Source: an optimization exercise on an open RTL-to-GDS flow (aim: small area, a short achievable clock period and few clock cycles per item). Production flows keep margins and buffers that such runs may drop. RTL that was checked went through simulation tests only; none was proved equivalent to the original. Only the layout flow was run in run 1; the RTL was not checked for function there. Power and IR drop assume default switching activity.

==> flow/design.v, too long to show whole: its modules and the start of the top module <==
// module mult_diya_fp32: 1684 lines
// module mult_fa: 4 lines
// module mult_fa1: 4 lines
// module mult_ha: 4 lines
// module g_aoi21: 3 lines
// module g_aoi22: 3 lines
// module g_inv: 3 lines
// module g_mux2i: 3 lines
// module g_nand2: 3 lines
// module g_nand3: 3 lines
// module g_nor2: 3 lines
// module g_nor3: 3 lines
// module g_oai21: 3 lines
// module g_oai22: 3 lines
// module g_xor2: 3 lines
module mult_diya_fp32 (
   input  logic        clk,
   input  logic        nRST,
   input  logic        valid_in,
   input  logic [31:0] data1,
   input  logic [31:0] data2,
   output logic [31:0] result,
   output logic        valid_out
);
  // ...
==> flow/run.sh <==
#!/bin/bash
# synth_recipe.tcl (not shown) runs the flow's synth.tcl, then flattens the netlist and writes it again
# the make line also repeats each setting of config.mk as NAME=value (left out here)
make -C /OpenROAD-flow-scripts/flow DESIGN_CONFIG=/design/flow/config.mk WORK_HOME=/design/flow/orfs CLKGATE_MAP_FILE= SYNTH_SCRIPT=/design/flow/synth_recipe.tcl finish
==> flow/config.mk <==
export PLATFORM = sky130hd
export DESIGN_NAME = mult_diya_fp32
export DESIGN_NICKNAME = mult_diya_fp32
export VERILOG_FILES = /design/flow/design.v
export SDC_FILE = /design/flow/constraint.sdc
export NUM_CORES = 4
export LEC_CHECK = 0
export CAP_MARGIN = 20
export CORE_MARGIN = 2
export CORE_UTILIZATION = 40
export SLEW_MARGIN = 60
export SYNTH_HIERARCHICAL = 1
export SYNTH_MINIMUM_KEEP_SIZE = 0
==> flow/constraint.sdc <==
create_clock -name core_clock -period 14.0 [get_ports {clk}]
set_input_delay 2.8000 -clock core_clock [delete_from_list [all_inputs] [get_ports {clk}]]
set_output_delay 2.8000 -clock core_clock [all_outputs]
set_load 0.01 [all_outputs]
==> metrics.md, run 1 <==
| Metric | Value |
|---|---|
| Status | `timing/DRC/antenna clean` |
| Hold EP | `r2_e[0]` |
| Pre-antenna DRT Iters | `7` |
| Max-area cell class | `multi-input gates` |
| Worst Setup SP | `data1[24]` |
| Wire per inst | `19.8 um` |
| I/O pin cnt | `100` |
| M3 GR Usage | `4.87%` |
| Internal Power | `3.03 mW` |
| Layout clock buffers | `37` |
| Number of setup violations in the final report | `0` |
| Final clock-cell share | `4.40%` |
| Met2 Wirelength | `29.3 mm` |
| Initial antenna violation count | `1` |
| Post-DP HPWL | `42.1 mm` |
| Bufs w/o clock | `157` |
| Sequential cell area share | `20.4%` |
| Reg power frac | `23.6%` |
| H-tree levels | `1` |
| Vias | `17300` |
| Worst Path Buf+Inv | `1` |
| Hold Path Class | `register to register` |
| Clock period minus worst slack | `4.71 ns` |
| Via density | `5.45` |
| Die width | `241 um` |
| Endpoint class of the critical path | `register` |
| Final cell count without fillers | `3169` |
| Synth-to-Final Area Change | `13.0%` |
| Setup tns final | `0 ns` |
| Post-Synthesis Cells | `2355` |
| Cell area after technology mapping | `0.0225 sq mm` |
| Clock network power | `0.878 mW` |
| Slowest library cell on the worst path | `fa_1` |
| DRT iter0 DRCs | `1380` |
| Clock latency on the worst-skew pair | `0.61 ns` |
==> run 2: changes to the inputs <==
--- a/flow/design.v
+++ b/flow/design.v
@@ -25,60 +25,64 @@
    assign b_fz  = ~|fb;
    assign a_nan = a_ff & ~a_fz;
    assign b_nan = b_ff & ~b_fz;
    assign a_inf = a_ff & a_fz;
    assign b_inf = b_ff & b_fz;
    assign inf_zero = (a_inf & b_z) | (b_inf & a_z);
    logic        nan_d, cnan_d, s_d, sel_b, clr_d;
    logic [22:0] x_d;
-   logic [9:0]  e_d;
    assign nan_d  = a_nan | b_nan | inf_zero;
    assign cnan_d = inf_zero;
    assign clr_d  = a_ff | b_ff;
    assign sel_b  = b_ff & (a_fz | ~a_ff);
    assign x_d    = sel_b ? fb : fa;
    assign s_d    = a_nan ? sa : (b_nan ? sb : (~inf_zero & (sa ^ sb)));
-   always_comb begin
-      if (a_ff | b_ff)
-         e_d = 10'd300;
-      else if (a_z | b_z)
-         e_d = 10'h300;                
-      else
-         e_d = {2'b00, ea} + {2'b00, eb} - 10'd127;
-   end
    logic [25:0] yb;                    
    assign yb = {2'b01, fb, 1'b0};
    logic [11:0] one_d, two_d, neg_d;
    genvar gj, gk;
    generate
       for (gj = 0; gj < 12; gj++) begin : g_enc
          assign one_d[gj] = (yb[2*gj+1] ^ yb[2*gj]) & ~clr_d;
          assign two_d[gj] = ((yb[2*gj+2] & ~yb[2*gj+1] & ~yb[2*gj]) |
                              (~yb[2*gj+2] & yb[2*gj+1] & yb[2*gj])) & ~clr_d;
          assign neg_d[gj] = yb[2*gj+2] & ~clr_d;
       end
    endgenerate
    logic        r1_v, r1_nan, r1_cnan, r1_s;
    logic [22:0] r1_x;
    logic [11:0] r1_one, r1_two, r1_neg;
-   logic [9:0]  r1_e;
+   logic [7:0]  r1_ea, r1_eb;
+   logic        r1_big, r1_small;
    always_ff @(posedge clk or negedge nRST) begin
       if (!nRST) r1_v <= 1'b0;
       else       r1_v <= valid_in;
    end
    always_ff @(posedge clk) begin
       r1_nan  <= nan_d;
       r1_cnan <= cnan_d;
       r1_s    <= s_d;
       r1_x    <= x_d;
       r1_one  <= one_d;
       r1_two  <= two_d;
       r1_neg  <= neg_d;
-      r1_e    <= e_d;
+      r1_ea   <= ea;
+      r1_eb   <= eb;
+      r1_big  <= a_ff | b_ff;
+      r1_small <= a_z | b_z;
+   end
+   logic [9:0] e_d;
+   always_comb begin
+      if (r1_big)
+         e_d = 10'd300;
+      else if (r1_small)
+         e_d = 10'h300;                
+      else
+         e_d = {2'b00, r1_ea} + {2'b00, r1_eb} - 10'd127;
    end
    logic [24:0] xm;                    
    assign xm = {1'b1, r1_x, 1'b0};
    logic [24:0] pp0;
    logic [24:0] pp1;
    logic [24:0] pp2;
    logic [24:0] pp3;
    logic [24:0] pp4;
@@ -814,17 +818,17 @@
    always_ff @(posedge clk or negedge nRST) begin
       if (!nRST) r2_v <= 1'b0;
       else       r2_v <= r1_v;
    end
    always_ff @(posedge clk) begin
       r2_nan  <= r1_nan;
       r2_cnan <= r1_cnan;
       r2_s    <= r1_s;
-      r2_e    <= r1_e;
+      r2_e    <= e_d;
       r2_sv   <= s_d2;
       r2_cv   <= c_d2;
    end
    logic [25:0] hs_d;
    logic        lz_d;
    logic n3_1, n3_2, n3_3, n3_4, n3_5, n3_6, n3_7, n3_8, n3_9, n3_10, n3_11, n3_12, n3_13, n3_14, n3_15, n3_16;
    logic n3_17, n3_18, n3_19, n3_20, n3_21, n3_22, n3_23, n3_24, n3_25, n3_26, n3_27, n3_28, n3_29, n3_30, n3_31, n3_32;
    logic n3_33, n3_34, n3_35, n3_36, n3_37, n3_38, n3_39, n3_40, n3_41, n3_42, n3_43, n3_44, n3_45, n3_46, n3_47, n3_48;
@@ -1331,26 +1335,32 @@
    g_inv u_n3_453 (.a(n3_438), .y(n3_453));
    assign hs_d[22] = n3_453;
    assign hs_d[23] = n3_440;
    assign hs_d[24] = n3_442;
    g_inv u_n3_454 (.a(n3_444), .y(n3_454));
    assign hs_d[25] = n3_454;
    g_inv u_n3_455 (.a(n3_177), .y(n3_455));
    assign lz_d = n3_455;
-   logic        r3_v, r3_nan, r3_cnan, r3_s, r3_lz;
+   logic [9:0] e1_3;
+   logic       kill0_d, kill1_d;
+   assign e1_3 = r2_e + 10'd1;
+   assign kill0_d = r2_nan ? r2_cnan : (~r2_e[9] & (r2_e[8] | (&r2_e[7:0]))) | r2_e[9] | (r2_e == 10'd0);
+   assign kill1_d = r2_nan ? r2_cnan : (~e1_3[9] & (e1_3[8] | (&e1_3[7:0]))) | e1_3[9] | (e1_3 == 10'd0);
+   logic        r3_v, r3_nan, r3_s, r3_lz, r3_kill0, r3_kill1;
    logic [25:0] r3_hs;
    logic [9:0]  r3_e;
    always_ff @(posedge clk or negedge nRST) begin
       if (!nRST) r3_v <= 1'b0;
       else       r3_v <= r2_v;
    end
    always_ff @(posedge clk) begin
       r3_nan  <= r2_nan;
-      r3_cnan <= r2_cnan;
+      r3_kill0 <= kill0_d;
+      r3_kill1 <= kill1_d;
       r3_s    <= r2_s;
       r3_e    <= r2_e;
       r3_hs   <= hs_d;
       r3_lz   <= lz_d;
    end
    logic [9:0] e1, e2;
    logic       ovf0, ovf1, ovf2, unf0, unf1, unf2;
    assign e1 = r3_e + 10'd1;
@@ -1376,17 +1386,17 @@
    logic n4_113, n4_114, n4_115, n4_116, n4_117, n4_118, n4_119, n4_120, n4_121, n4_122, n4_123, n4_124, n4_125, n4_126, n4_127, n4_128;
    logic n4_129, n4_130, n4_131, n4_132, n4_133, n4_134, n4_135, n4_136, n4_137, n4_138, n4_139, n4_140, n4_141, n4_142, n4_143, n4_144;
    logic n4_145, n4_146, n4_147, n4_148, n4_149, n4_150, n4_151, n4_152, n4_153, n4_154, n4_155, n4_156, n4_157, n4_158, n4_159, n4_160;
    logic n4_161, n4_162, n4_163, n4_164, n4_165, n4_166, n4_167, n4_168, n4_169, n4_170, n4_171, n4_172, n4_173, n4_174, n4_175, n4_176;
    logic n4_177, n4_178, n4_179, n4_180, n4_181, n4_182, n4_183, n4_184, n4_185, n4_186, n4_187, n4_188, n4_189, n4_190, n4_191, n4_192;
    logic n4_193, n4_194, n4_195, n4_196, n4_197, n4_198, n4_199, n4_200, n4_201, n4_202, n4_203, n4_204, n4_205, n4_206, n4_207, n4_208;
    logic n4_209, n4_210, n4_211, n4_212, n4_213, n4_214, n4_215, n4_216, n4_217, n4_218, n4_219, n4_220, n4_221, n4_222, n4_223, n4_224;
    logic n4_225, n4_226, n4_227, n4_228, n4_229, n4_230, n4_231, n4_232, n4_233, n4_234, n4_235, n4_236, n4_237, n4_238, n4_239, n4_240;
-   logic n4_241, n4_242, n4_243, n4_244, n4_245, n4_246, n4_247, n4_248, n4_249, n4_250, n4_251, n4_252, n4_253, n4_254, n4_255, n4_256;
+   logic n4_241, n4_242, n4_243, n4_244, n4_245, n4_246, n4_247, n4_248, n4_249, n4_250, n4_251, n4_252, n4_253;
    g_inv u_n4_1 (.a(r3_lz), .y(n4_1));
    g_nor3 u_n4_2 (.a(r3_hs[0]), .b(n4_1), .c(r3_hs[2]), .y(n4_2));
    g_inv u_n4_3 (.a(n4_2), .y(n4_3));
    g_nand2 u_n4_4 (.a(r3_hs[1]), .b(n4_3), .y(n4_4));
    g_inv u_n4_5 (.a(r3_hs[1]), .y(n4_5));
    g_nand2 u_n4_6 (.a(r3_lz), .b(n4_5), .y(n4_6));
    g_nand2 u_n4_7 (.a(r3_hs[0]), .b(n4_6), .y(n4_7));
    g_inv u_n4_8 (.a(n4_4), .y(n4_8));
@@ -1566,114 +1576,111 @@
    g_xor2 u_n4_182 (.a(r3_hs[16]), .b(n4_153), .y(n4_182));
    g_xor2 u_n4_183 (.a(r3_hs[17]), .b(n4_154), .y(n4_183));
    g_xor2 u_n4_184 (.a(r3_hs[18]), .b(n4_155), .y(n4_184));
    g_xor2 u_n4_185 (.a(r3_hs[19]), .b(n4_157), .y(n4_185));
    g_xor2 u_n4_186 (.a(r3_hs[20]), .b(n4_158), .y(n4_186));
    g_xor2 u_n4_187 (.a(r3_hs[21]), .b(n4_160), .y(n4_187));
    g_xor2 u_n4_188 (.a(r3_hs[22]), .b(n4_162), .y(n4_188));
    g_xor2 u_n4_189 (.a(r3_hs[23]), .b(n4_164), .y(n4_189));
-   g_nor2 u_n4_190 (.a(ovf0), .b(unf0), .y(n4_190));
-   g_nor2 u_n4_191 (.a(ovf1), .b(unf1), .y(n4_191));
-   g_mux2i u_n4_192 (.a(n4_190), .b(n4_191), .s(r3_hs[25]), .y(n4_192));
-   g_mux2i u_n4_193 (.a(n4_192), .b(r3_cnan), .s(r3_nan), .y(n4_193));
-   g_nand2 u_n4_194 (.a(r3_hs[25]), .b(n4_193), .y(n4_194));
-   g_inv u_n4_195 (.a(n4_193), .y(n4_195));
-   g_nor3 u_n4_196 (.a(r3_hs[25]), .b(n4_195), .c(r3_nan), .y(n4_196));
-   g_inv u_n4_197 (.a(n4_196), .y(n4_197));
-   g_oai22 u_n4_198 (.a(n4_194), .b(n4_76), .c(n4_197), .d(n4_167), .y(n4_198));
-   assign result_d[0] = n4_198;
-   g_oai22 u_n4_199 (.a(n4_194), .b(n4_77), .c(n4_197), .d(n4_168), .y(n4_199));
-   assign result_d[1] = n4_199;
-   g_oai22 u_n4_200 (.a(n4_194), .b(n4_78), .c(n4_197), .d(n4_169), .y(n4_200));
-   assign result_d[2] = n4_200;
-   g_inv u_n4_201 (.a(n4_194), .y(n4_201));
-   g_aoi22 u_n4_202 (.a(n4_201), .b(n4_79), .c(n4_196), .d(n4_170), .y(n4_202));
-   g_inv u_n4_203 (.a(n4_202), .y(n4_203));
-   assign result_d[3] = n4_203;
-   g_oai22 u_n4_204 (.a(n4_194), .b(n4_80), .c(n4_197), .d(n4_171), .y(n4_204));
-   assign result_d[4] = n4_204;
-   g_oai22 u_n4_205 (.a(n4_194), .b(n4_81), .c(n4_197), .d(n4_172), .y(n4_205));
-   assign result_d[5] = n4_205;
-   g_oai22 u_n4_206 (.a(n4_194), .b(n4_82), .c(n4_197), .d(n4_173), .y(n4_206));
-   assign result_d[6] = n4_206;
-   g_oai22 u_n4_207 (.a(n4_194), .b(n4_83), .c(n4_197), .d(n4_174), .y(n4_207));
-   assign result_d[7] = n4_207;
-   g_oai22 u_n4_208 (.a(n4_194), .b(n4_84), .c(n4_197), .d(n4_175), .y(n4_208));
-   assign result_d[8] = n4_208;
-   g_aoi22 u_n4_209 (.a(n4_201), .b(n4_85), .c(n4_196), .d(n4_176), .y(n4_209));
-   g_inv u_n4_210 (.a(n4_209), .y(n4_210));
-   assign result_d[9] = n4_210;
-   g_aoi22 u_n4_211 (.a(n4_201), .b(n4_86), .c(n4_196), .d(n4_177), .y(n4_211));
+   g_mux2i u_n4_190 (.a(r3_kill0), .b(r3_kill1), .s(r3_hs[25]), .y(n4_190));
+   g_nand2 u_n4_191 (.a(r3_hs[25]), .b(n4_190), .y(n4_191));
+   g_inv u_n4_192 (.a(n4_190), .y(n4_192));
+   g_nor3 u_n4_193 (.a(r3_hs[25]), .b(n4_192), .c(r3_nan), .y(n4_193));
+   g_inv u_n4_194 (.a(n4_193), .y(n4_194));
+   g_oai22 u_n4_195 (.a(n4_191), .b(n4_76), .c(n4_194), .d(n4_167), .y(n4_195));
+   assign result_d[0] = n4_195;
+   g_oai22 u_n4_196 (.a(n4_191), .b(n4_77), .c(n4_194), .d(n4_168), .y(n4_196));
+   assign result_d[1] = n4_196;
+   g_oai22 u_n4_197 (.a(n4_191), .b(n4_78), .c(n4_194), .d(n4_169), .y(n4_197));
+   assign result_d[2] = n4_197;
+   g_inv u_n4_198 (.a(n4_191), .y(n4_198));
+   g_aoi22 u_n4_199 (.a(n4_198), .b(n4_79), .c(n4_193), .d(n4_170), .y(n4_199));
+   g_inv u_n4_200 (.a(n4_199), .y(n4_200));
+   assign result_d[3] = n4_200;
+   g_oai22 u_n4_201 (.a(n4_191), .b(n4_80), .c(n4_194), .d(n4_171), .y(n4_201));
+   assign result_d[4] = n4_201;
+   g_oai22 u_n4_202 (.a(n4_191), .b(n4_81), .c(n4_194), .d(n4_172), .y(n4_202));
+   assign result_d[5] = n4_202;
+   g_oai22 u_n4_203 (.a(n4_191), .b(n4_82), .c(n4_194), .d(n4_173), .y(n4_203));
+   assign result_d[6] = n4_203;
+   g_oai22 u_n4_204 (.a(n4_191), .b(n4_83), .c(n4_194), .d(n4_174), .y(n4_204));
+   assign result_d[7] = n4_204;
+   g_oai22 u_n4_205 (.a(n4_191), .b(n4_84), .c(n4_194), .d(n4_175), .y(n4_205));
+   assign result_d[8] = n4_205;
+   g_aoi22 u_n4_206 (.a(n4_198), .b(n4_85), .c(n4_193), .d(n4_176), .y(n4_206));
+   g_inv u_n4_207 (.a(n4_206), .y(n4_207));
+   assign result_d[9] = n4_207;
+   g_aoi22 u_n4_208 (.a(n4_198), .b(n4_86), .c(n4_193), .d(n4_177), .y(n4_208));
+   g_inv u_n4_209 (.a(n4_208), .y(n4_209));
+   assign result_d[10] = n4_209;
+   g_oai22 u_n4_210 (.a(n4_191), .b(n4_87), .c(n4_194), .d(n4_178), .y(n4_210));
+   assign result_d[11] = n4_210;
+   g_aoi22 u_n4_211 (.a(n4_198), .b(n4_88), .c(n4_193), .d(n4_179), .y(n4_211));
    g_inv u_n4_212 (.a(n4_211), .y(n4_212));
-   assign result_d[10] = n4_212;
-   g_oai22 u_n4_213 (.a(n4_194), .b(n4_87), .c(n4_197), .d(n4_178), .y(n4_213));
-   assign result_d[11] = n4_213;
-   g_aoi22 u_n4_214 (.a(n4_201), .b(n4_88), .c(n4_196), .d(n4_179), .y(n4_214));
-   g_inv u_n4_215 (.a(n4_214), .y(n4_215));
-   assign result_d[12] = n4_215;
-   g_aoi22 u_n4_216 (.a(n4_201), .b(n4_89), .c(n4_196), .d(n4_180), .y(n4_216));
-   g_inv u_n4_217 (.a(n4_216), .y(n4_217));
-   assign result_d[13] = n4_217;
-   g_aoi22 u_n4_218 (.a(n4_201), .b(n4_90), .c(n4_196), .d(n4_181), .y(n4_218));
-   g_inv u_n4_219 (.a(n4_218), .y(n4_219));
-   assign result_d[14] = n4_219;
-   g_aoi22 u_n4_220 (.a(n4_201), .b(n4_91), .c(n4_196), .d(n4_182), .y(n4_220));
-   g_inv u_n4_221 (.a(n4_220), .y(n4_221));
-   assign result_d[15] = n4_221;
-   g_oai22 u_n4_222 (.a(n4_194), .b(n4_92), .c(n4_197), .d(n4_183), .y(n4_222));
-   assign result_d[16] = n4_222;
-   g_oai22 u_n4_223 (.a(n4_194), .b(n4_93), .c(n4_197), .d(n4_184), .y(n4_223));
-   assign result_d[17] = n4_223;
-   g_oai22 u_n4_224 (.a(n4_194), .b(n4_94), .c(n4_197), .d(n4_185), .y(n4_224));
-   assign result_d[18] = n4_224;
-   g_oai22 u_n4_225 (.a(n4_194), .b(n4_95), .c(n4_197), .d(n4_186), .y(n4_225));
-   assign result_d[19] = n4_225;
-   g_oai22 u_n4_226 (.a(n4_194), .b(n4_96), .c(n4_197), .d(n4_187), .y(n4_226));
-   assign result_d[20] = n4_226;
-   g_oai22 u_n4_227 (.a(n4_194), .b(n4_97), .c(n4_197), .d(n4_188), .y(n4_227));
-   assign result_d[21] = n4_227;
-   g_oai22 u_n4_228 (.a(n4_194), .b(n4_98), .c(n4_197), .d(n4_189), .y(n4_228));
-   g_nor2 u_n4_229 (.a(n4_228), .b(r3_nan), .y(n4_229));
-   g_inv u_n4_230 (.a(n4_229), .y(n4_230));
-   assign result_d[22] = n4_230;
-   g_inv u_n4_231 (.a(n4_166), .y(n4_231));
-   g_mux2i u_n4_232 (.a(f0[0]), .b(f1[0]), .s(n4_231), .y(n4_232));
-   g_inv u_n4_233 (.a(n4_75), .y(n4_233));
-   g_mux2i u_n4_234 (.a(f1[0]), .b(f2[0]), .s(n4_233), .y(n4_234));
-   g_mux2i u_n4_235 (.a(n4_232), .b(n4_234), .s(r3_hs[25]), .y(n4_235));
-   assign result_d[23] = n4_235;
-   g_mux2i u_n4_236 (.a(f0[1]), .b(f1[1]), .s(n4_231), .y(n4_236));
-   g_mux2i u_n4_237 (.a(f1[1]), .b(f2[1]), .s(n4_233), .y(n4_237));
+   assign result_d[12] = n4_212;
+   g_aoi22 u_n4_213 (.a(n4_198), .b(n4_89), .c(n4_193), .d(n4_180), .y(n4_213));
+   g_inv u_n4_214 (.a(n4_213), .y(n4_214));
+   assign result_d[13] = n4_214;
+   g_aoi22 u_n4_215 (.a(n4_198), .b(n4_90), .c(n4_193), .d(n4_181), .y(n4_215));
+   g_inv u_n4_216 (.a(n4_215), .y(n4_216));
+   assign result_d[14] = n4_216;
+   g_aoi22 u_n4_217 (.a(n4_198), .b(n4_91), .c(n4_193), .d(n4_182), .y(n4_217));
+   g_inv u_n4_218 (.a(n4_217), .y(n4_218));
+   assign result_d[15] = n4_218;
+   g_oai22 u_n4_219 (.a(n4_191), .b(n4_92), .c(n4_194), .d(n4_183), .y(n4_219));
+   assign result_d[16] = n4_219;
+   g_oai22 u_n4_220 (.a(n4_191), .b(n4_93), .c(n4_194), .d(n4_184), .y(n4_220));
+   assign result_d[17] = n4_220;
+   g_oai22 u_n4_221 (.a(n4_191), .b(n4_94), .c(n4_194), .d(n4_185), .y(n4_221));
+   assign result_d[18] = n4_221;
+   g_oai22 u_n4_222 (.a(n4_191), .b(n4_95), .c(n4_194), .d(n4_186), .y(n4_222));
+   assign result_d[19] = n4_222;
+   g_oai22 u_n4_223 (.a(n4_191), .b(n4_96), .c(n4_194), .d(n4_187), .y(n4_223));
+   assign result_d[20] = n4_223;
+   g_oai22 u_n4_224 (.a(n4_191), .b(n4_97), .c(n4_194), .d(n4_188), .y(n4_224));
+   assign result_d[21] = n4_224;
+   g_oai22 u_n4_225 (.a(n4_191), .b(n4_98), .c(n4_194), .d(n4_189), .y(n4_225));
+   g_nor2 u_n4_226 (.a(n4_225), .b(r3_nan), .y(n4_226));
+   g_inv u_n4_227 (.a(n4_226), .y(n4_227));
+   assign result_d[22] = n4_227;
+   g_inv u_n4_228 (.a(n4_166), .y(n4_228));
+   g_mux2i u_n4_229 (.a(f0[0]), .b(f1[0]), .s(n4_228), .y(n4_229));
+   g_inv u_n4_230 (.a(n4_75), .y(n4_230));
+   g_mux2i u_n4_231 (.a(f1[0]), .b(f2[0]), .s(n4_230), .y(n4_231));
+   g_mux2i u_n4_232 (.a(n4_229), .b(n4_231), .s(r3_hs[25]), .y(n4_232));
+   assign result_d[23] = n4_232;
+   g_mux2i u_n4_233 (.a(f0[1]), .b(f1[1]), .s(n4_228), .y(n4_233));
+   g_mux2i u_n4_234 (.a(f1[1]), .b(f2[1]), .s(n4_230), .y(n4_234));
+   g_mux2i u_n4_235 (.a(n4_233), .b(n4_234), .s(r3_hs[25]), .y(n4_235));
+   assign result_d[24] = n4_235;
+   g_mux2i u_n4_236 (.a(f0[2]), .b(f1[2]), .s(n4_228), .y(n4_236));
+   g_mux2i u_n4_237 (.a(f1[2]), .b(f2[2]), .s(n4_230), .y(n4_237));
    g_mux2i u_n4_238 (.a(n4_236), .b(n4_237), .s(r3_hs[25]), .y(n4_238));
-   assign result_d[24] = n4_238;
-   g_mux2i u_n4_239 (.a(f0[2]), .b(f1[2]), .s(n4_231), .y(n4_239));
-   g_mux2i u_n4_240 (.a(f1[2]), .b(f2[2]), .s(n4_233), .y(n4_240));
+   assign result_d[25] = n4_238;
+   g_mux2i u_n4_239 (.a(f0[3]), .b(f1[3]), .s(n4_228), .y(n4_239));
+   g_mux2i u_n4_240 (.a(f1[3]), .b(f2[3]), .s(n4_230), .y(n4_240));
    g_mux2i u_n4_241 (.a(n4_239), .b(n4_240), .s(r3_hs[25]), .y(n4_241));
-   assign result_d[25] = n4_241;
-   g_mux2i u_n4_242 (.a(f0[3]), .b(f1[3]), .s(n4_231), .y(n4_242));
-   g_mux2i u_n4_243 (.a(f1[3]), .b(f2[3]), .s(n4_233), .y(n4_243));
+   assign result_d[26] = n4_241;
+   g_mux2i u_n4_242 (.a(f0[4]), .b(f1[4]), .s(n4_228), .y(n4_242));
+   g_mux2i u_n4_243 (.a(f1[4]), .b(f2[4]), .s(n4_230), .y(n4_243));
    g_mux2i u_n4_244 (.a(n4_242), .b(n4_243), .s(r3_hs[25]), .y(n4_244));
-   assign result_d[26] = n4_244;
-   g_mux2i u_n4_245 (.a(f0[4]), .b(f1[4]), .s(n4_231), .y(n4_245));
-   g_mux2i u_n4_246 (.a(f1[4]), .b(f2[4]), .s(n4_233), .y(n4_246));
+   assign result_d[27] = n4_244;
+   g_mux2i u_n4_245 (.a(f0[5]), .b(f1[5]), .s(n4_228), .y(n4_245));
+   g_mux2i u_n4_246 (.a(f1[5]), .b(f2[5]), .s(n4_230), .y(n4_246));
    g_mux2i u_n4_247 (.a(n4_245), .b(n4_246), .s(r3_hs[25]), .y(n4_247));
-   assign result_d[27] = n4_247;
-   g_mux2i u_n4_248 (.a(f0[5]), .b(f1[5]), .s(n4_231), .y(n4_248));
-   g_mux2i u_n4_249 (.a(f1[5]), .b(f2[5]), .s(n4_233), .y(n4_249));
+   assign result_d[28] = n4_247;
+   g_mux2i u_n4_248 (.a(f0[6]), .b(f1[6]), .s(n4_228), .y(n4_248));
+   g_mux2i u_n4_249 (.a(f1[6]), .b(f2[6]), .s(n4_230), .y(n4_249));
    g_mux2i u_n4_250 (.a(n4_248), .b(n4_249), .s(r3_hs[25]), .y(n4_250));
-   assign result_d[28] = n4_250;
-   g_mux2i u_n4_251 (.a(f0[6]), .b(f1[6]), .s(n4_231), .y(n4_251));
-   g_mux2i u_n4_252 (.a(f1[6]), .b(f2[6]), .s(n4_233), .y(n4_252));
+   assign result_d[29] = n4_250;
+   g_mux2i u_n4_251 (.a(f0[7]), .b(f1[7]), .s(n4_228), .y(n4_251));
+   g_mux2i u_n4_252 (.a(f1[7]), .b(f2[7]), .s(n4_230), .y(n4_252));
    g_mux2i u_n4_253 (.a(n4_251), .b(n4_252), .s(r3_hs[25]), .y(n4_253));
-   assign result_d[29] = n4_253;
-   g_mux2i u_n4_254 (.a(f0[7]), .b(f1[7]), .s(n4_231), .y(n4_254));
-   g_mux2i u_n4_255 (.a(f1[7]), .b(f2[7]), .s(n4_233), .y(n4_255));
-   g_mux2i u_n4_256 (.a(n4_254), .b(n4_255), .s(r3_hs[25]), .y(n4_256));
-   assign result_d[30] = n4_256;
+   assign result_d[30] = n4_253;
    assign result_d[31] = r3_s;
    logic        r4_v;
    logic [31:0] r4_res;
    always_ff @(posedge clk or negedge nRST) begin
       if (!nRST) r4_v <= 1'b0;
       else       r4_v <= r3_v;
    end
    always_ff @(posedge clk) begin
==> flow/flow/run.sh (new file) <==
#!/bin/bash
# Standard layout, with plain buffers (instead of the default delay-cell
# buffers) on the ports. Every port still gets its own buffer.
set -euo pipefail
export BUFFER_PORTS_ARGS="-buffer_cell sky130_fd_sc_hd__buf_2"
bash standard.sh > standard.log 2>&1
==> flow/standard.sh (new file) <==
#!/bin/bash
# synth_recipe.tcl (not shown) runs the flow's synth.tcl, then flattens the netlist and writes it again
# the make line also repeats each setting of config.mk as NAME=value (left out here)
make -C /OpenROAD-flow-scripts/flow DESIGN_CONFIG=/design/flow/config.mk WORK_HOME=/design/flow/orfs CLKGATE_MAP_FILE= SYNTH_SCRIPT=/design/flow/synth_recipe.tcl "${@:-finish}"
==> flow/config.mk (replaced) <==
export PLATFORM = sky130hd
export DESIGN_NAME = mult_diya_fp32
export DESIGN_NICKNAME = mult_diya_fp32
export VERILOG_FILES = /design/flow/design.v
export SDC_FILE = /design/flow/constraint.sdc
export NUM_CORES = 4
export LEC_CHECK = 0
export CAP_MARGIN = 20
export CORE_MARGIN = 2
export CORE_UTILIZATION = 40
export SLEW_MARGIN = 20
export SYNTH_HIERARCHICAL = 1
export SYNTH_MINIMUM_KEEP_SIZE = 0
removed: flow/run.sh
==> metrics.md, run 2 <==
| Metric | Value |
|---|---|
| RSZ-0062 raised after global routing | `false` |
| Core region area | `0.0563 sq mm` |
| Most frequent cells in the layout | `xnor2_1 (307), a22oi_1 (264), dfxtp_1 (260), fa_1 (256), nand2_1 (207)` |
| DRT antenna net count | `0` |
| Die Ht | `242 um` |
| Cts hold-fix bufs | `0` |
| Switch Pwr | `2.45 mW` |
| NumNets Final | `2818` |
| H-tree levels | `2 (+1)` |
| Worst setup path end | `r1_x[7]` |
| Post-DP HPWL | `43.5 mm (+3.2%)` |
| Port bufs | `99` |
| Pre-antenna DRT Iters | `6 (-1)` |
| CTS sink cnt | `265` |
| Max FFs per register | `48` |
| Cell area after technology mapping | `0.0227 sq mm (+1.1%)` |
| Largest net degree at the start of global routing | `30` |
| Clock period minus worst slack | `4.23 ns (-0.485 ns)` |
| Vias | `17700 (+2.1%)` |
| Final cell count without fillers | `3214 (+1.4%)` |
| Logic gate share of total power | `60.3%` |
| Root buf cell | `clkbuf_16` |
| Antenna diode count | `0` |
| P_leak | `10.3 nW` |
| Final number of hold-violating endpoints | `0` |
| Endpoint class of the critical path | `register` |
| Switching Share | `44.8%` |
| Clock transition at path regs | `0.05 ns` |
| Gates resized, CTS repair | `0` |
| I/O pin cnt | `100 (unchanged)` |
| Row count | `87` |
| Via density | `5.49 (+0.70%)` |
| Setup tns final | `0 ns (unchanged)` |
| # Post-CTS Setup Buffers | `0` |
| R2R cell count | `8` |
| Avg Inst Size Synth | `9.48 sq um` |
| Worst slew margin | `41.6%` |
| Crit Path Max Fanout | `23` |
| Initial antenna violation count | `0 (-1)` |
| Number of max-cap violations | `0` |
| Worst R2R Setup Slack | `10.05 ns` |
| Starting Density | `40.3%` |
| VDD IR max | `0.113 mV` |
| Synth-to-Final Area Change | `10.5%` |
| Wire per inst | `20.1 um (+1.6%)` |
| Largest stage delay on the critical path | `0.58 ns` |
| CTS tree | `built` |
| Critical path cell sequence | `buf_2 -> nor4_1 -> nand4_1 -> nor2_2 -> o21ai_4 -> mux2_1` |
| Worst Setup SP | `data1[17]` |
| Largest Register | `r2_sv` |
| Cells after DPL | `3153` |
| Crit path kind | `primary input to register` |
| Worst-Margin Slew | `0.871 ns` |
| Die ar. | `0.0587 sq mm` |
| YS warnings | `7` |
| Reg power frac | `23.9% (+0.3 points)` |
| FF-to-FF End | `r2_cv[31]` |
| Post-Synthesis Cells | `2394 (+1.7%)` |
| Status | `timing/DRC/antenna clean` |
| Max Slew Vio Count | `0` |
| First-pass GRT wire length | `103 mm` |
| Post-Layout Inst Area | `0.0251 sq mm` |
| Share of post-route cells with drive strength above 1 | `11.0%` |
| Post-route DRC | `0` |
| Clock power share | `15.8%` |
| Startpoint types | `primary input` |
| Clock buffer count from CTS | `34` |
| Worst path required time | `14.43 ns` |
| GPL Wtd Cong | `0.858` |
| Largest regs | `r2_sv (48), r2_cv (47), r4_res (32)` |
| Worst r2r src | `r1_one[4]` |
| Total global routing overflow | `0` |
| Vias in the first global route | `18700` |
| P per Cell Area | `218 mW/mm^2` |
| Die width | `242 um (+0.53%)` |
| Max frequency | `237 MHz` |
| Clock latency on the worst-skew pair | `0.55 ns (-0.06 ns)` |
| Clock Tree Buf Depth | `3` |
| Number of setup violations in the final report | `0 (unchanged)` |
| Final worst path period share | `30.2%` |
| DRT iter0 DRCs | `1511 (+9.5%)` |
| Placed instance area | `0.0240 sq mm` |
| Internal Power | `3.02 mW (-0.30%)` |
| Slowest library cell on the worst path | `nor4_1` |
| Hold Path Class | `register to register` |
| Wire length after detailed routing | `64.7 mm` |
| Post-synthesis net count | `2779` |
| Total track usage | `22.1%` |
| Clock Skews | `0.0251 ns` |
| Commonest non-fill, non-tap cell in the layout | `xnor2_1` |
| CP Data Arrival Time | `4.66 ns` |
[run 2: how the worst min path moves through the flow]
stage,startpoint,endpoint,slack (ns),cells after the start
3_3_place_gp,r3_s,r4_res[31],0.31,0
3_5_place_dp,r1_cnan,r2_cnan,0.31,0
5_1_grt,r1_cnan,r2_cnan,0.34,0
4_1_cts,r1_cnan,r2_cnan,0.33,0
6_report,r2_s,r3_s,0.33,0
2_1_floorplan,r1_cnan,r2_cnan,0.31,0
[run 2: per-stage QoR]
stage,utilization [%],power (mW),worst slack (ns),hold slack [ns]
after detailed placement,42.6,4.59,8.95,0.312
after global placement,42.5,4.52,9.05,0.312
after global routing,44.6,6.05,9.70,0.339
final,44.6,5.48,9.77,0.325
after floorplan,-,3.62,9.87,0.310
after CTS,44.5,5.52,9.54,0.325
[run 2: area by class of cell]
type,count,area (sq um)
Fill cell,5380,31200
Sequential cell,265,5330
Tap cell,756,946
Multi-Input combinational cell,1781,16000
Timing Repair Buffer,158,946
Clock inverter,10,153
Clock buffer,51,965
Inverter,193,724
[run 2: power groups by stage]
stage               registers (mW)  logic (mW)  clock network [mW]
CTS                           1.31        3.31               0.893
detailed placement            1.32        3.26                   0
global placement              1.32        3.20                   0
global route                  1.35        3.77               0.926
finish                        1.31        3.30               0.866
floorplan                     1.29        2.33                   0
[run 2: worst max-delay path, delay by kind of cell]
kind | cells | cell delay [ns]
muxes | 1 | 0.40
AOI/OAI and AO/OA | 1 | 0.27
and+or+nand+nor | 3 | 1.07
buffers and inverters | 1 | 0.11
[run 2: routing by layer]
metal	global-route usage (%)	routed length, um	vias to the layer above
met2	35.6	29400	831
li1	-	-	8007
met4	8.41	2000	0
met1	29.4	27800	8645
met5	0	0	-
met3	4.29	5470	168
Testbench counts of run 2, summed over its fixed seeds: cycles 16,024, items 16,000.
==> run 3: changes to the inputs <==
==> flow/run.sh (new file) <==
#!/bin/bash
# synth_recipe.tcl (not shown) runs the flow's synth.tcl, then flattens the netlist and writes it again
# the make line also repeats each setting of config.mk as NAME=value (left out here)
make -C /OpenROAD-flow-scripts/flow DESIGN_CONFIG=/design/flow/config.mk WORK_HOME=/design/flow/orfs CLKGATE_MAP_FILE= SYNTH_SCRIPT=/design/flow/synth_recipe.tcl finish
removed: flow/flow/run.sh
removed: flow/standard.sh
==> metrics.md, run 3 <==
| Metric | Value |
|---|---|
| Status | `timing/DRC/antenna clean` |
| Total global routing overflow | `0 (unchanged)` |
| Slowest library cell on the worst path | `o21ai_4` |
| Pre-antenna DRT Iters | `8 (+2)` |
| Cts hold-fix bufs | `0 (unchanged)` |
| First-pass GRT wire length | `104 mm (+0.99%)` |
| Clock Tree Buf Depth | `3 (unchanged)` |
| Post-Synthesis Cells | `2394 (unchanged)` |
| Max FFs per register | `48 (unchanged)` |
| Antenna diode count | `0 (unchanged)` |
| NumNets Final | `2817 (-0.035%)` |
| Gates resized, CTS repair | `0 (unchanged)` |
| Most frequent cells in the layout | `xnor2_1 (307), a22oi_1 (264), dfxtp_1 (260), fa_1 (256), nand2_1 (207)` |
| Crit Path Max Fanout | `23 (unchanged)` |
| Max Slew Vio Count | `0 (unchanged)` |
| Endpoint class of the critical path | `register` |
| Crit path kind | `primary input to register` |
| Starting Density | `40.3% (unchanged)` |
| P per Cell Area | `216 mW/mm^2 (-0.91%)` |
| DRT antenna net count | `0 (unchanged)` |
| Worst Path Buf+Inv | `1 (unchanged)` |
| I/O pin cnt | `100 (unchanged)` |
| Startpoint types | `primary input` |
| GPL Wtd Cong | `0.851 (-0.78%)` |
| Post-route DRC | `0 (unchanged)` |
| H-tree levels | `2 (unchanged)` |
| CP Data Arrival Time | `5.07 ns (+0.41 ns)` |
| Wire per inst | `20.4 um (+1.1%)` |
| Worst slew margin | `41.0% (-0.63 points)` |
| Largest net degree at the start of global routing | `30 (unchanged)` |
| Wire length after detailed routing | `65.4 mm (+1.0%)` |
| Clock latency on the worst-skew pair | `0.57 ns (+0.02 ns)` |
| Die width | `242 um (unchanged)` |
| Clock period minus worst slack | `4.65 ns (+0.421 ns)` |
| Final cell count without fillers | `3212 (-0.062%)` |
| Post-synthesis net count | `2779 (unchanged)` |
| Port bufs | `99 (unchanged)` |
| VDD IR max | `0.115 mV (+1.4%)` |
| Largest regs | `r2_sv (48), r2_cv (47), r4_res (32)` |
| Final number of hold-violating endpoints | `0 (unchanged)` |
| Final worst path period share | `33.2% (+3.0 points)` |
| Critical path cell sequence | `clkdlybuf4s50_1 -> nand4_1 -> or2_1 -> o21ai_4 -> mux2_1` |
| Core region area | `0.0563 sq mm (unchanged)` |
| Die ar. | `0.0587 sq mm (unchanged)` |
| Largest stage delay on the critical path | `0.72 ns (+0.14 ns)` |
| Largest Register | `r2_sv` |
| Cell area after technology mapping | `0.0227 sq mm (unchanged)` |
| Number of max-cap violations | `0 (unchanged)` |
| CTS sink cnt | `265 (unchanged)` |
| Synth-to-Final Area Change | `12.8%` |
| P_leak | `10.2 nW (-0.17%)` |
| Cells after DPL | `3152 (-0.032%)` |
| # Post-CTS Setup Buffers | `0 (unchanged)` |
| Worst-Margin Slew | `0.879 ns (+0.00835 ns)` |
| Avg Inst Size Synth | `9.48 sq um (unchanged)` |
| Total track usage | `22.3% (+0.20 points)` |
| WHS | `0.326 ns (+0.000316 ns)` |
| Row count | `87 (unchanged)` |
| YS warnings | `7 (unchanged)` |
| Clock buffer count from CTS | `34 (unchanged)` |
| Commonest non-fill, non-tap cell in the layout | `xnor2_1` |
| Die Ht | `242 um (unchanged)` |
| Share of post-route cells with drive strength above 1 | `7.21% (-3.8 points)` |
| Initial antenna violation count | `0 (unchanged)` |
| Worst path required time | `14.43 ns (about the same)` |
| RSZ-0062 raised after global routing | `false` |
| CTS tree | `built` |
| Vias in the first global route | `18800 (+0.23%)` |
| DRT iter0 DRCs | `1431 (-5.3%)` |
| Final-layout fill cell count | `5345 (-0.65%)` |
| Via density | `5.50 (+0.19%)` |
| Clock transition at path regs | `0.06 ns (about the same)` |
| Number of setup violations in the final report | `0 (unchanged)` |
| Clock Skews | `0.0306 ns (+0.00549 ns)` |
| Vias | `17700 (+0.13%)` |
| Setup tns final | `0 ns (unchanged)` |
| Root buf cell | `clkbuf_16` |
| Top Family by Delay on Critical Path | `compound AO/OA/AOI/OAI gates` |
| Hold Path Class | `register to register` |
| Post-DP HPWL | `43.7 mm (+0.47%)` |
| Max frequency | `215 MHz (-9.1%)` |
[run 3: cell types whose count changed in the layout (fill, tap and decap cells not counted), sizes merged]
cell           delta
buf             -100
inv               -1
clkinv            +3
clkbuf            -7
clkinvlp          +3
clkdlybuf4s50    +99
bufinv            +1
[run 3: cell type report]
type	count	area [sq um]	share of cell area, %
clock buffer	44	948	3.70
clock inverter	16	215	0.840
inverter	193	724	2.83
multi-input combinational	1781	16000	62.6
sequential	265	5330	20.8
tap	756	946	3.69
timing repair buffer	157	1430	5.57
[run 3: worst reg2reg max path: stages, from the launching register on]
cell     delay (ns)
dfxtp_2        0.77
a22oi_1        0.25
xnor2_1        0.31
fa_1           0.49
fa_1           0.46
fa_1           0.43
fa_1           0.52
fa_1           0.42
[run 3: per-stage QoR]
stage / power [mW] / utilization, % / instance area [sq um] / setup WS [ns]
3_5_place_dp: 4.61 / 43.4 / 24400 / 8.49
2_1_floorplan: 3.62 / - / 22700 / 9.87
4_1_cts: 5.58 / 45.5 / 25600 / 9.06
5_1_grt: 6.09 / 45.5 / 25600 / 9.21
6_report: 5.54 / 45.5 / 25600 / 9.35
3_3_place_gp: 4.57 / 43.4 / 24400 / 8.60
[run 3: per-layer routing]
layer | vias up | GRT usage, % | wire length (um)
li1 | 8027 | - | -
met1 | 8627 | 28.8 | 27700
met2 | 837 | 36.2 | 29900
met3 | 183 | 4.58 | 5340
met4 | 0 | 9.60 | 2410
met5 | - | 0 | 0
[run 3: path summary, 6_finish.rpt]
kind                                 from          to  slack, ns  cells after the start
worst max-delay path            data1[27]     r1_x[5]       9.35                      5
worst min-delay path                 r3_s  r4_res[31]       0.33                      0
worst max register to register  r1_one[5]   r2_cv[22]      10.21                      7
worst min register to register       r3_s  r4_res[31]       0.33                      0
max in group asynchronous            nRST        r4_v      11.39                      1
min in group asynchronous            nRST        r3_v       2.45                      1
[run 3: power by group]
group	switching, mW	internal (mW)	leakage [nW]
sequential	0.237	1.08	2.24
combinational	1.87	1.46	7.44
clock	0.356	0.541	0.555
total	2.46	3.08	10.2

[what the ideal ports hide]
The flow's constraints put no driver on any port. The routed layouts listed below were extracted and timed again, unchanged, in two steps.
Step 1 assumes that a clkbuf_16 drives the clock port and a buf_2 every other input.
Step 2 adds t to the input delays and takes it off the output delays; t is the mean of the earliest and latest rising clock arrival at the registers after step 1. Input paths then give back, and output paths get back, about the clock's delay inside the block.
Three values: no drivers, after step 1, after step 2; two values: the first two.
| run | t, ns | setup slack, ns | hold WS [ns] |
|---|---|---|---|
| run 1 | 0.653 | 9.290 / 9.298 / 8.644 | 0.320 / 0.320 / 0.320 |
| run 2 | 0.600 | 9.775 / 9.793 / 9.193 | 0.325 / 0.325 / 0.325 |
| run 3 | 0.608 | 9.354 / 9.387 / 8.779 | 0.326 / 0.326 / 0.326 |
After both steps setup and hold are still met in every run listed. For run 1, which loses most, drivers alone change the setup slack by +0.008 ns; drivers and shift together by -0.646 ns.
